This design comes from an exercise in tuning for small area, a short achievable clock period and few clock cycles per item on the open sky130 flow, not from production work. Function was checked by simulation only, so behaviour that the tests miss may differ from the original. Power figures rest on the tool's default switching activity, not on a simulated workload.

==> inputs of v20 <==
## group_dominant_key_detect
module group_dominant_key_detect
#(
  parameter int MAX_KEYS  = 64,
  parameter int MAX_GROUP = 256,
  parameter int KEY_BITS  = 16
) (
  input  wire logic              clk,
  input  wire logic              rst_n,
  input  wire logic               in_valid,
  output logic                    in_ready,
  input  wire logic [gdk_pkg::KEY_W-1:0]   in_target_key,
  input  wire logic [gdk_pkg::SITE_W-1:0]  in_site_position,
  input  wire logic               in_group_end,
  output logic                    out_valid,
  input  wire logic               out_ready,
  output logic                    out_assigned,
  output logic      [gdk_pkg::KEY_W-1:0]   out_dominant_key,
  output logic      [gdk_pkg::SITE_W-1:0]  out_window_start,
  output logic      [gdk_pkg::END_W-1:0]   out_window_end,
  output logic      [gdk_pkg::SIZE_W-1:0]  out_group_size,
  output logic                    out_overflow,
  input  wire logic              psel,
  input  wire logic              penable,
  input  wire logic              pwrite,
  input  wire logic [gdk_pkg::CFG_AW-1:0] paddr,
  input  wire logic [gdk_pkg::CFG_DW-1:0] pwdata,
  output logic      [gdk_pkg::CFG_DW-1:0] prdata,
  output logic                   pready
);
Settings: LEC_CHECK=0, ABC_CLOCK_PERIOD_IN_PS=2500, CAP_MARGIN=20, CORE_MARGIN=2, CORE_UTILIZATION=40, SETUP_SLACK_MARGIN=4.0, SLEW_MARGIN=20; clock period 6.5 ns.
run.sh (not shown) runs the stock make flow with config.mk's settings and CLKGATE_MAP_FILE= SYNTH_SCRIPT=/design/flow/synth_recipe.tcl, a recipe that flattens the netlist after the stock synthesis.
==> v13: changes against v20 <==
--- a/flow/design.v
+++ b/flow/design.v
@@ -54,59 +54,68 @@
     rd_r <= paddr[2] ? cfg_r.flank_length : cfg_r.share_threshold;
   end
 endmodule
 `default_nettype wire
 `default_nettype none
 module gdk_entry_mem #(
-  parameter int DEPTH = 64,
-  parameter int KW    = 16,
-  parameter int CW    = 7
+  parameter int DEPTH    = 64,
+  parameter int KW       = 16,
+  parameter int CW       = 7,
+  parameter int RD_PARTS = 4
 ) (
   input  wire logic             clk,
+  input  wire logic             rst_n,
   input  wire logic [KW-1:0]    srch_key,
   output logic      [DEPTH-1:0] srch_hit,
   input  wire logic [DEPTH-1:0] rd_sel,
-  output logic      [CW-1:0]    rd_cnt,
+  output logic      [RD_PARTS*CW-1:0] rd_cnt,
+  input  wire logic             new_grp,
   input  wire logic             init,
   output logic      [DEPTH-1:0] free_sel,
   output logic                  full,
-  input  wire logic             wr,
   input  wire logic             alloc,
-  input  wire logic             bump,
   input  wire logic [KW-1:0]    wr_key,
+  input  wire logic             cnt_we,
+  input  wire logic [DEPTH-1:0] cnt_sel,
   input  wire logic [CW-1:0]    wr_cnt
 );
+  localparam int UW = $clog2(DEPTH + 1);
+  localparam int PD = DEPTH / RD_PARTS;
   logic [KW-1:0]    key_q [DEPTH];
   logic [CW-1:0]    cnt_q [DEPTH];
-  logic [DEPTH-1:0] val_q;
-  assign full = val_q[DEPTH-1];
+  logic [UW-1:0]    n_used;
+  assign full = n_used[UW-1];
+  always_ff @(posedge clk) begin
+    if (!rst_n) begin
+      n_used <= '0;
+    end else if (init) begin
+      n_used <= UW'(1);
+    end else if (alloc) begin
+      n_used <= n_used + UW'(1);
+    end
+  end
   always_comb begin
     rd_cnt = '0;
     for (int i = 0; i < DEPTH; i++) begin
-      rd_cnt = rd_cnt | (cnt_q[i] & {CW{rd_sel[i]}});
+      rd_cnt[(i/PD)*CW +: CW] = rd_cnt[(i/PD)*CW +: CW] | (cnt_q[i] & {CW{rd_sel[i]}});
     end
   end
   for (genvar i = 0; i < DEPTH; i++) begin : g_ent
     if (i == 0) begin : g_f0
-      assign free_sel[i] = init || !val_q[0];
+      assign free_sel[i] = new_grp || (n_used == '0);
     end else begin : g_fi
-      assign free_sel[i] = !init && val_q[i-1] && !val_q[i];
+      assign free_sel[i] = !new_grp && (n_used == UW'(i));
     end
-    assign srch_hit[i] = val_q[i] && (key_q[i] == srch_key);
+    assign srch_hit[i] = (n_used > UW'(i)) && (key_q[i] == srch_key);
     always_ff @(posedge clk) begin
-      if (wr && free_sel[i]) begin
+      if (free_sel[i]) begin
         key_q[i] <= wr_key;
       end
-      if (wr && (free_sel[i] || (bump && rd_sel[i]))) begin
+      if (cnt_we && cnt_sel[i]) begin
         cnt_q[i] <= wr_cnt;
       end
-      if (init) begin
-        val_q[i] <= (i == 0);
-      end else if (alloc && free_sel[i]) begin
-        val_q[i] <= 1'b1;
-      end
     end
   end
 endmodule
 `default_nettype wire
 `default_nettype none
 module group_dominant_key_detect
@@ -155,27 +164,26 @@
     .pwdata  (pwdata),
     .prdata  (prdata),
     .pready  (pready),
     .cfg     (cfg)
   );
   logic          open_r;                  
-  logic          rdy_r;                   
-  logic          a_v, a_first, a_last;
-  logic [KW-1:0] a_key;
-  logic [SW-1:0] a_site;
+  logic          in_first;                
   logic          b_v, b_first, b_last;
   logic [KW-1:0] b_key;
   logic [SW-1:0] b_site;
   logic [N-1:0]  b_match;
   logic [TW-1:0] b_total;                 
   logic          b_ovf;
   logic          c_v, c_first, c_last, c_cnt_ok, c_ovf;
   logic [KW-1:0] c_key;
   logic [SW-1:0] c_site;
+  logic [4*CW-1:0] c_part;                
   logic [CW-1:0] c_cnt;
-  logic [TW-1:0] c_total;
+  logic [N-1:0]  c_tgt;                   
+  logic          b_fwd;                   
   logic          g_pend;                  
   logic [TW-1:0] g_max1;
   logic [7:0]    g_max2;
   logic [KW-1:0] g_top;
   logic [TW-1:0] g_total;
   logic [PW-1:0] g_prod;
@@ -185,93 +193,81 @@
   logic          o_assigned;
   logic [KW-1:0] o_key;
   logic [SW-1:0] o_start;
   logic [gdk_pkg::END_W-1:0] o_end;
   logic [TW-1:0] o_size;
   logic          o_ovf;
-  logic xfer, stall, go;
-  logic a_v_n, c_v_n, c_first_n, g_pend_n, o_v_n;
-  assign xfer  = g_pend && (!o_v || out_ready);
-  assign stall = c_v && c_first && g_pend && !xfer;
-  assign go    = !stall;
+  logic xfer, stall, stall_n, go;
+  logic rdy_r;                            
+  logic c_v_n, c_first_n, g_pend_n, o_v_n;
+  assign xfer    = g_pend && (!o_v || out_ready);
+  assign go      = !stall;
+  assign stall_n = c_v_n && c_first_n && g_pend_n && o_v_n;
   logic [N-1:0]  t_hit, t_free;
   logic          t_full;
-  logic [CW-1:0] t_cnt;
-  logic          b_hit, drop, cnt_ok, alloc, init, t_wr, t_bump;
+  logic [4*CW-1:0] t_cnt;
+  logic          b_hit, drop, cnt_ok, alloc, init;
   assign b_hit  = |b_match;
   assign init   = b_v && b_first && go;
   assign drop   = !b_first && (b_total[TW-1] || (!b_hit && t_full));
   assign cnt_ok = b_v && !drop && go;
   assign alloc  = cnt_ok && !b_hit;
-  assign t_wr   = b_v && go;
-  assign t_bump = !b_total[TW-1];
   gdk_entry_mem #(
-    .DEPTH (N),
+    .DEPTH    (N),
+    .RD_PARTS (4),
     .KW    (KW),
     .CW    (CW)
   ) u_mem (
     .clk      (clk),
-    .srch_key (a_key),
+    .rst_n    (rst_n),
+    .srch_key (in_target_key),
     .srch_hit (t_hit),
     .rd_sel   (b_match),
     .rd_cnt   (t_cnt),
+    .new_grp  (b_v && b_first),
     .init     (init),
     .free_sel (t_free),
     .full     (t_full),
-    .wr       (t_wr),
     .alloc    (alloc),
-    .bump     (t_bump),
     .wr_key   (b_key),
-    .wr_cnt   (t_cnt + CW'(1))
+    .cnt_we   (c_v && c_cnt_ok),           
+    .cnt_sel  (c_tgt),
+    .wr_cnt   (c_cnt + CW'(1))
   );
   logic          same_prev;
   logic [N-1:0]  match_nxt;
-  assign same_prev = b_v && (b_key == a_key);
+  assign in_first  = !open_r;
+  assign same_prev = b_v && (in_target_key == b_key);
   always_comb begin
-    if (a_first) begin
+    if (in_first) begin
       match_nxt = '0;
     end else if (same_prev) begin
-      match_nxt = b_hit ? b_match : t_free;
+      match_nxt = b_match | t_free;
     end else if (b_v && b_first) begin
       match_nxt = '0;
     end else begin
       match_nxt = t_hit;
     end
   end
-  assign a_v_n = rdy_r ? in_valid : (a_v && stall);
   always_ff @(posedge clk) begin
     if (!rst_n) begin
-      a_v    <= 1'b0;
+      b_v    <= 1'b0;
       open_r <= 1'b0;
-    end else begin
-      a_v <= a_v_n;
-      if (in_valid && rdy_r) open_r <= !in_group_end;
-    end
-  end
-  always_ff @(posedge clk) begin
-    if (rdy_r) begin
-      a_key   <= in_target_key;
-      a_site  <= in_site_position;
-      a_last  <= in_group_end;
-      a_first <= !open_r;
-    end
-  end
-  always_ff @(posedge clk) begin
-    if (!rst_n) begin
-      b_v <= 1'b0;
     end else if (go) begin
-      b_v <= a_v;
+      b_v <= in_valid;
+      if (in_valid) open_r <= !in_group_end;
     end
   end
   always_ff @(posedge clk) begin
     if (go) begin
       b_match <= match_nxt;
-      b_key   <= a_key;
-      b_site  <= a_site;
-      b_first <= a_first;
-      b_last  <= a_last;
+      b_fwd   <= same_prev && !in_first;
+      b_key   <= in_target_key;
+      b_site  <= in_site_position;
+      b_first <= in_first;
+      b_last  <= in_group_end;
     end
   end
   always_ff @(posedge clk) begin
     if (b_v && go) begin
       if (b_first) begin
         b_total <= TW'(1);
@@ -296,37 +292,39 @@
     if (go) begin
       c_first  <= b_first;
       c_last   <= b_last;
       c_cnt_ok <= !drop;
       c_key    <= b_key;
       c_site   <= b_site;
-      c_cnt    <= t_cnt;
-      c_total  <= b_first ? TW'(1) : (b_total + TW'(!drop));
+      c_part   <= b_fwd ? {{(3*CW){1'b0}}, c_cnt + CW'(1)} : t_cnt;
+      c_tgt    <= b_match | t_free;
       c_ovf    <= !b_first && (b_ovf || drop);
     end
   end
+  assign c_cnt = c_part[0 +: CW] | c_part[CW +: CW] | c_part[2*CW +: CW] | c_part[3*CW +: CW];
   assign g_pend_n = (c_v && c_last && go) || (g_pend && !xfer);
   always_ff @(posedge clk) begin
     if (!rst_n) begin
       g_pend <= 1'b0;
     end else begin
       g_pend <= g_pend_n;
     end
   end
   always_ff @(posedge clk) begin
     if (c_v && go) begin
-      g_total <= c_total;
       g_ovf   <= c_ovf;
       if (c_first) begin
+        g_total <= TW'(1);
         g_max1 <= TW'(1);
         g_max2 <= '0;
         g_top  <= c_key;
         g_prod <= PW'(cfg.share_threshold);
         g_site <= c_site;
       end else if (c_cnt_ok) begin
-        g_prod <= g_prod + PW'(cfg.share_threshold);
+        g_total <= g_total + TW'(1);
+        g_prod  <= g_prod + PW'(cfg.share_threshold);
         if (c_key == g_top) begin
           g_max1 <= g_max1 + TW'(1);
         end else if (TW'(c_cnt) == g_max1) begin
           g_max1 <= g_max1 + TW'(1);
           g_max2 <= g_max1[7:0];
           g_top  <= c_key;
@@ -359,15 +357,17 @@
       o_size     <= g_total;
       o_ovf      <= g_ovf;
     end
   end
   always_ff @(posedge clk) begin
     if (!rst_n) begin
+      stall <= 1'b0;
       rdy_r <= 1'b1;
     end else begin
-      rdy_r <= !(a_v_n && c_v_n && c_first_n && g_pend_n && o_v_n);
+      stall <= stall_n;
+      rdy_r <= !stall_n;
     end
   end
   assign in_ready         = rdy_r;
   assign out_valid        = o_v;
   assign out_assigned     = o_assigned;
   assign out_dominant_key = o_key;
--- a/flow/config.mk
+++ b/flow/config.mk
@@ -5,9 +5,10 @@
 export SDC_FILE = /design/flow/constraint.sdc
 export NUM_CORES = 4
 export LEC_CHECK = 0
 export ABC_CLOCK_PERIOD_IN_PS = 2500
 export CAP_MARGIN = 20
 export CORE_MARGIN = 2
-export CORE_UTILIZATION = 40
-export SETUP_SLACK_MARGIN = 4.0
+export CORE_UTILIZATION = 60
+export CTS_BUF_LIST = sky130_fd_sc_hd__clkbuf_4 sky130_fd_sc_hd__clkbuf_8
+export SETUP_SLACK_MARGIN = 3.5
 export SLEW_MARGIN = 20
==> v8: changes against v20 <==
--- a/flow/design.v
+++ b/flow/design.v
@@ -63,19 +63,21 @@
 ) (
   input  wire logic             clk,
   input  wire logic [KW-1:0]    srch_key,
   output logic      [DEPTH-1:0] srch_hit,
   input  wire logic [DEPTH-1:0] rd_sel,
   output logic      [CW-1:0]    rd_cnt,
+  input  wire logic             new_grp,
   input  wire logic             init,
   output logic      [DEPTH-1:0] free_sel,
   output logic                  full,
   input  wire logic             wr,
   input  wire logic             alloc,
-  input  wire logic             bump,
   input  wire logic [KW-1:0]    wr_key,
+  input  wire logic             cnt_we,
+  input  wire logic [DEPTH-1:0] cnt_sel,
   input  wire logic [CW-1:0]    wr_cnt
 );
   logic [KW-1:0]    key_q [DEPTH];
   logic [CW-1:0]    cnt_q [DEPTH];
   logic [DEPTH-1:0] val_q;
   assign full = val_q[DEPTH-1];
@@ -84,22 +86,22 @@
     for (int i = 0; i < DEPTH; i++) begin
       rd_cnt = rd_cnt | (cnt_q[i] & {CW{rd_sel[i]}});
     end
   end
   for (genvar i = 0; i < DEPTH; i++) begin : g_ent
     if (i == 0) begin : g_f0
-      assign free_sel[i] = init || !val_q[0];
+      assign free_sel[i] = new_grp || !val_q[0];
     end else begin : g_fi
-      assign free_sel[i] = !init && val_q[i-1] && !val_q[i];
+      assign free_sel[i] = !new_grp && val_q[i-1] && !val_q[i];
     end
     assign srch_hit[i] = val_q[i] && (key_q[i] == srch_key);
     always_ff @(posedge clk) begin
       if (wr && free_sel[i]) begin
         key_q[i] <= wr_key;
       end
-      if (wr && (free_sel[i] || (bump && rd_sel[i]))) begin
+      if (cnt_we && cnt_sel[i]) begin
         cnt_q[i] <= wr_cnt;
       end
       if (init) begin
         val_q[i] <= (i == 0);
       end else if (alloc && free_sel[i]) begin
         val_q[i] <= 1'b1;
@@ -157,25 +159,27 @@
     .pready  (pready),
     .cfg     (cfg)
   );
   logic          open_r;                  
   logic          rdy_r;                   
   logic          a_v, a_first, a_last;
+  logic          a_same;                  
   logic [KW-1:0] a_key;
   logic [SW-1:0] a_site;
   logic          b_v, b_first, b_last;
   logic [KW-1:0] b_key;
   logic [SW-1:0] b_site;
   logic [N-1:0]  b_match;
   logic [TW-1:0] b_total;                 
   logic          b_ovf;
   logic          c_v, c_first, c_last, c_cnt_ok, c_ovf;
   logic [KW-1:0] c_key;
   logic [SW-1:0] c_site;
   logic [CW-1:0] c_cnt;
-  logic [TW-1:0] c_total;
+  logic [N-1:0]  c_tgt;                   
+  logic          b_fwd;                   
   logic          g_pend;                  
   logic [TW-1:0] g_max1;
   logic [7:0]    g_max2;
   logic [KW-1:0] g_top;
   logic [TW-1:0] g_total;
   logic [PW-1:0] g_prod;
@@ -185,55 +189,56 @@
   logic          o_assigned;
   logic [KW-1:0] o_key;
   logic [SW-1:0] o_start;
   logic [gdk_pkg::END_W-1:0] o_end;
   logic [TW-1:0] o_size;
   logic          o_ovf;
-  logic xfer, stall, go;
+  logic xfer, stall, stall_n, go;
   logic a_v_n, c_v_n, c_first_n, g_pend_n, o_v_n;
-  assign xfer  = g_pend && (!o_v || out_ready);
-  assign stall = c_v && c_first && g_pend && !xfer;
-  assign go    = !stall;
+  assign xfer    = g_pend && (!o_v || out_ready);
+  assign go      = !stall;
+  assign stall_n = c_v_n && c_first_n && g_pend_n && o_v_n;
   logic [N-1:0]  t_hit, t_free;
   logic          t_full;
   logic [CW-1:0] t_cnt;
-  logic          b_hit, drop, cnt_ok, alloc, init, t_wr, t_bump;
+  logic          b_hit, drop, cnt_ok, alloc, init, t_wr;
   assign b_hit  = |b_match;
   assign init   = b_v && b_first && go;
   assign drop   = !b_first && (b_total[TW-1] || (!b_hit && t_full));
   assign cnt_ok = b_v && !drop && go;
   assign alloc  = cnt_ok && !b_hit;
   assign t_wr   = b_v && go;
-  assign t_bump = !b_total[TW-1];
   gdk_entry_mem #(
     .DEPTH (N),
     .KW    (KW),
     .CW    (CW)
   ) u_mem (
     .clk      (clk),
     .srch_key (a_key),
     .srch_hit (t_hit),
     .rd_sel   (b_match),
     .rd_cnt   (t_cnt),
+    .new_grp  (b_v && b_first),
     .init     (init),
     .free_sel (t_free),
     .full     (t_full),
     .wr       (t_wr),
     .alloc    (alloc),
-    .bump     (t_bump),
     .wr_key   (b_key),
-    .wr_cnt   (t_cnt + CW'(1))
+    .cnt_we   (c_v && c_cnt_ok && go),
+    .cnt_sel  (c_tgt),
+    .wr_cnt   (c_cnt + CW'(1))
   );
   logic          same_prev;
   logic [N-1:0]  match_nxt;
-  assign same_prev = b_v && (b_key == a_key);
+  assign same_prev = a_same;
   always_comb begin
     if (a_first) begin
       match_nxt = '0;
     end else if (same_prev) begin
-      match_nxt = b_hit ? b_match : t_free;
+      match_nxt = b_match | t_free;
     end else if (b_v && b_first) begin
       match_nxt = '0;
     end else begin
       match_nxt = t_hit;
     end
   end
@@ -250,24 +255,26 @@
   always_ff @(posedge clk) begin
     if (rdy_r) begin
       a_key   <= in_target_key;
       a_site  <= in_site_position;
       a_last  <= in_group_end;
       a_first <= !open_r;
+      a_same  <= a_v ? (in_target_key == a_key) : (stall && b_v && (in_target_key == b_key));
     end
   end
   always_ff @(posedge clk) begin
     if (!rst_n) begin
       b_v <= 1'b0;
     end else if (go) begin
       b_v <= a_v;
     end
   end
   always_ff @(posedge clk) begin
     if (go) begin
       b_match <= match_nxt;
+      b_fwd   <= same_prev && !a_first;
       b_key   <= a_key;
       b_site  <= a_site;
       b_first <= a_first;
       b_last  <= a_last;
     end
   end
@@ -296,14 +303,14 @@
     if (go) begin
       c_first  <= b_first;
       c_last   <= b_last;
       c_cnt_ok <= !drop;
       c_key    <= b_key;
       c_site   <= b_site;
-      c_cnt    <= t_cnt;
-      c_total  <= b_first ? TW'(1) : (b_total + TW'(!drop));
+      c_cnt    <= b_fwd ? (c_cnt + CW'(1)) : t_cnt;
+      c_tgt    <= b_match | t_free;
       c_ovf    <= !b_first && (b_ovf || drop);
     end
   end
   assign g_pend_n = (c_v && c_last && go) || (g_pend && !xfer);
   always_ff @(posedge clk) begin
     if (!rst_n) begin
@@ -311,22 +318,23 @@
     end else begin
       g_pend <= g_pend_n;
     end
   end
   always_ff @(posedge clk) begin
     if (c_v && go) begin
-      g_total <= c_total;
       g_ovf   <= c_ovf;
       if (c_first) begin
+        g_total <= TW'(1);
         g_max1 <= TW'(1);
         g_max2 <= '0;
         g_top  <= c_key;
         g_prod <= PW'(cfg.share_threshold);
         g_site <= c_site;
       end else if (c_cnt_ok) begin
-        g_prod <= g_prod + PW'(cfg.share_threshold);
+        g_total <= g_total + TW'(1);
+        g_prod  <= g_prod + PW'(cfg.share_threshold);
         if (c_key == g_top) begin
           g_max1 <= g_max1 + TW'(1);
         end else if (TW'(c_cnt) == g_max1) begin
           g_max1 <= g_max1 + TW'(1);
           g_max2 <= g_max1[7:0];
           g_top  <= c_key;
@@ -360,14 +368,16 @@
       o_ovf      <= g_ovf;
     end
   end
   always_ff @(posedge clk) begin
     if (!rst_n) begin
       rdy_r <= 1'b1;
+      stall <= 1'b0;
     end else begin
-      rdy_r <= !(a_v_n && c_v_n && c_first_n && g_pend_n && o_v_n);
+      rdy_r <= !(a_v_n && stall_n);
+      stall <= stall_n;
     end
   end
   assign in_ready         = rdy_r;
   assign out_valid        = o_v;
   assign out_assigned     = o_assigned;
   assign out_dominant_key = o_key;
--- a/flow/config.mk
+++ b/flow/config.mk
@@ -5,9 +5,10 @@
 export SDC_FILE = /design/flow/constraint.sdc
 export NUM_CORES = 4
 export LEC_CHECK = 0
 export ABC_CLOCK_PERIOD_IN_PS = 2500
 export CAP_MARGIN = 20
 export CORE_MARGIN = 2
-export CORE_UTILIZATION = 40
-export SETUP_SLACK_MARGIN = 4.0
+export CORE_UTILIZATION = 60
+export CTS_BUF_LIST = sky130_fd_sc_hd__clkbuf_4 sky130_fd_sc_hd__clkbuf_8
+export SETUP_SLACK_MARGIN = 3.5
 export SLEW_MARGIN = 20
==> summary of the runs <==
Clock skew, highest first: v13, v20, v8.
Combinational power: v20 > v13 > v8.
The highest hold slack belongs to v20, the lowest to v13.
Register-to-register slack: v13 > v8 > v20.
Against v20, the die area of v8 is lower by 31%.
Non-clock buffer count: v20 > v8 > v13.
Of v20 and v8, v20 has the higher total power (gap 1.9%, measured against v8).
Global-route usage: v8 > v13 > v20.
Of v8 and v13, v8 has the higher sequential power (gap about 4%, measured against v13).
Testbench counts of v20, summed over its fixed seeds: cycles 32,390, items 32,211.
Testbench counts of v13, summed over its fixed seeds: cycles 32,383, items 32,211.
Testbench counts of v8, summed over its fixed seeds: cycles 32,391, items 32,211.

==> what the ideal ports hide <==
Ports are ideal in the flow. The routed layouts listed here were re-timed in OpenROAD.
Step 1 assumes that a clkbuf_16 drives the clock port and a buf_2 every other input.
Step 2 times the ports against the registers' clock, not the clock port: input delays grow and output delays shrink by t, the midpoint of the rising clock arrivals with the driver on.
Three values: no drivers, after step 1, after step 2; two values: the first two.
run | t (ns) | slack for setup (ns) | hold slack, ns
v20 | 0.917 | 3.048 / 3.048 / 2.754 | 0.403 / 0.403 / 0.403
v13 | 1.064 | 3.515 / 3.491 / 2.509 | 0.387 / 0.387 / 0.387
v8 | 1.049 | 3.435 / 3.435 / 2.666 | 0.399 / 0.399 / 0.399
After both steps every run listed still meets setup and hold. The setup slack of v13, which loses most, moves by -0.024 ns with the drivers and by -1.006 ns with both steps.
